This design comes from an exercise in tuning for small area, a short achievable clock period and few clock cycles per item on the open sky130 flow, not from production work. Only simulation tests tie the RTL to the original design; equivalence was not proved. Power is estimated from default activity; no workload was simulated.

## admm_top
module admm_top (
    input  logic        clk,
    input  logic        rst,
    input  logic        chipselect,
    input  logic        read,
    input  logic        write,
    input  logic [7:0]  addr,
    input  logic [31:0] writedata,
    output logic [31:0] readdata
);
    admm_solver u_solver (
        .clk        (clk),
        .rst        (rst),
        .chipselect (chipselect),
        .read       (read),
        .write      (write),
        .addr       (addr),
        .writedata  (writedata),
        .readdata   (readdata)
    );
endmodule
==> flow/config.mk <==
export PLATFORM = sky130hd
export DESIGN_NAME = admm_top
export DESIGN_NICKNAME = admm_top
export VERILOG_FILES = /design/flow/design.v
export SDC_FILE = /design/flow/constraint.sdc
export NUM_CORES = 4
export LEC_CHECK = 0
export CAP_MARGIN = 20
export CORE_MARGIN = 2
export CORE_UTILIZATION = 40
export SLEW_MARGIN = 20
==> flow/constraint.sdc <==
create_clock -name core_clock -period 13.0 [get_ports {clk}]
set_input_delay 2.6000 -clock core_clock [delete_from_list [all_inputs] [get_ports {clk}]]
set_output_delay 2.6000 -clock core_clock [all_outputs]
set_load 0.01 [all_outputs]
standard.sh (not shown) runs the stock make flow with config.mk's settings and CLKGATE_MAP_FILE= SYNTH_SCRIPT=/design/flow/synth_recipe.tcl, a recipe that flattens the netlist after the stock synthesis.
==> flow/flow/run.sh <==
#!/bin/bash
# Standard layout, with timing repair aiming for extra setup slack so the
# critical paths are sized for a shorter period than the 13 ns constraint.
set -euo pipefail
bash standard.sh finish SETUP_SLACK_MARGIN=8.75 > flow_make.log 2>&1
Testbench counts at the start, summed over its fixed seeds: cycles 12,724, solves 192.
Next try:
--- a/flow/design.v
+++ b/flow/design.v
@@ -228,37 +228,37 @@
     logic [8*16-1:0] ref_p, lo_p, hi_p;
     always_comb begin
         for (int i = 0; i < N; i++) begin
             ref_p[16*i +: 16] = ref_r[i];
             lo_p[16*i +: 16]  = lo_r[i];
             hi_p[16*i +: 16]  = hi_r[i];
         end
     end
     logic       zmask;
     logic       zmask_r;
     logic       t2_it0_r, t3_it0_r;
     logic [1:0] ph_nx;
-    assign ph_nx = busy_r ? ph_r + 2'd1 : {1'b0, start_now};
+    assign ph_nx = busy_r ? ph_r + 2'd1 : 2'd1;
     always_ff @(posedge clk or posedge rst) begin
         if (rst) zmask_r <= 1'b1;
         else     zmask_r <= start_now || !busy_r || stop || (it0_r && ph_r != 2'd3);
     end
     assign zmask = zmask_r;
     genvar g;
     generate
         for (g = 0; g < L; g++) begin : g_lane
             assign s1_z[g] = zmask ? 16'd0 : q1_z[g];
             assign s1_y[g] = zmask ? 16'd0 : q1_y[g];
             admm_stage1 u_s1 (
-                .ref_i (q1_r[g]),
+                .ref_i (busy_r ? q1_r[g] : ref_r[g]),
                 .z_i   (s1_z[g]),
                 .y_i   (s1_y[g]),
                 .x_o   (s1_x[g])
             );
             admm_stage2 u_s2 (
                 .x_i  (q2_x[g]),
                 .y_i  (q2_y[g]),
                 .lo_i (q2_lo[g]),
                 .hi_i (q2_hi[g]),
                 .z_o  (s2_z[g]),
                 .y_o  (s2_y[g])
             );
@@ -271,27 +271,25 @@
             q2_x[j]  <= s1_x[j];
             q2_y[j]  <= s1_y[j];
             q2_lo[j] <= pick(lo_p, ph_r, j);
             q2_hi[j] <= pick(hi_p, ph_r, j);
             q3_x[j]  <= q2_x[j];
             q3_z[j]  <= s2_z[j];
             q3_y[j]  <= s2_y[j];
             q4_x[j]  <= q3_x[j];
             q4_z[j]  <= q3_z[j];
             q4_md[j] <= s3_md[j];
             q4_me[j] <= s3_me[j];
             q4_y[j]  <= q3_y[j];
-            if (cfg_wr && addr == 8'(8 + j)) q1_r[j] <= writedata[15:0];
-            else if (stop)                   q1_r[j] <= ref_r[j];
-            else                             q1_r[j] <= pick(ref_p, ph_nx, j);
+            q1_r[j]  <= pick(ref_p, ph_nx, j);
             q1_y[j]  <= q4_y[j];
             if (busy_r) begin
                 q1_z[j]  <= q4_z[j];
                 q2_zo[j] <= q1_z[j];
                 q3_zo[j] <= q2_zo[j];
                 q4_zo[j] <= q3_zo[j];
             end
         end
         t2_it0_r <= zmask;
         t3_it0_r <= t2_it0_r;
     end
     logic        ok_pair;
What happened: The changed run passed the timing, design-rule and antenna checks. Die area climbs by 1.3%. Clock power is about the same. Routed wire length rises by 1.9%. Sequential cell count does not change. Cell area grows by 1.1%. Sequential share of layout area came out lower by 0.48 points. Clock-buffer cell count climbs by 1. Via count goes up by 1.7%. Synthesized cell count went up by 0.44%. Cell count climbs by 1.2%. Sequential power is lower by about 2%. Global-route usage increases by 0.42 points.
Testbench counts after the change, summed over its fixed seeds: cycles 12,724, solves 192.

## separate check: timing with driven ports
No port has a modelled driver above. Below, the same layouts with a new extraction and two added sets of constraints. Step 1 sets driving cells, clkbuf_16 on the clock port and buf_2 on the other inputs (assumed; they add their load-dependent delay and slew). Step 2 also shifts input and output timing later by t, the mid clock arrival at the registers, as if the neighbouring blocks saw the same clock. Slacks: ideal / step 1 / step 2; pairs: ideal / step 1.
run | t (ns) | setup WS [ns] | worst setup path at the end | worst data-port slew with drivers (ns)
the first run | 0.836 | 8.213 / 8.266 / 7.430 | input to register | 0.39
the second run | 0.885 | 8.472 / 8.448 / 7.563 | input to register | 0.29
After both steps setup and hold are still met in every run listed. For the second run, which loses most, drivers alone change the setup slack by -0.024 ns; drivers and shift together by -0.909 ns.
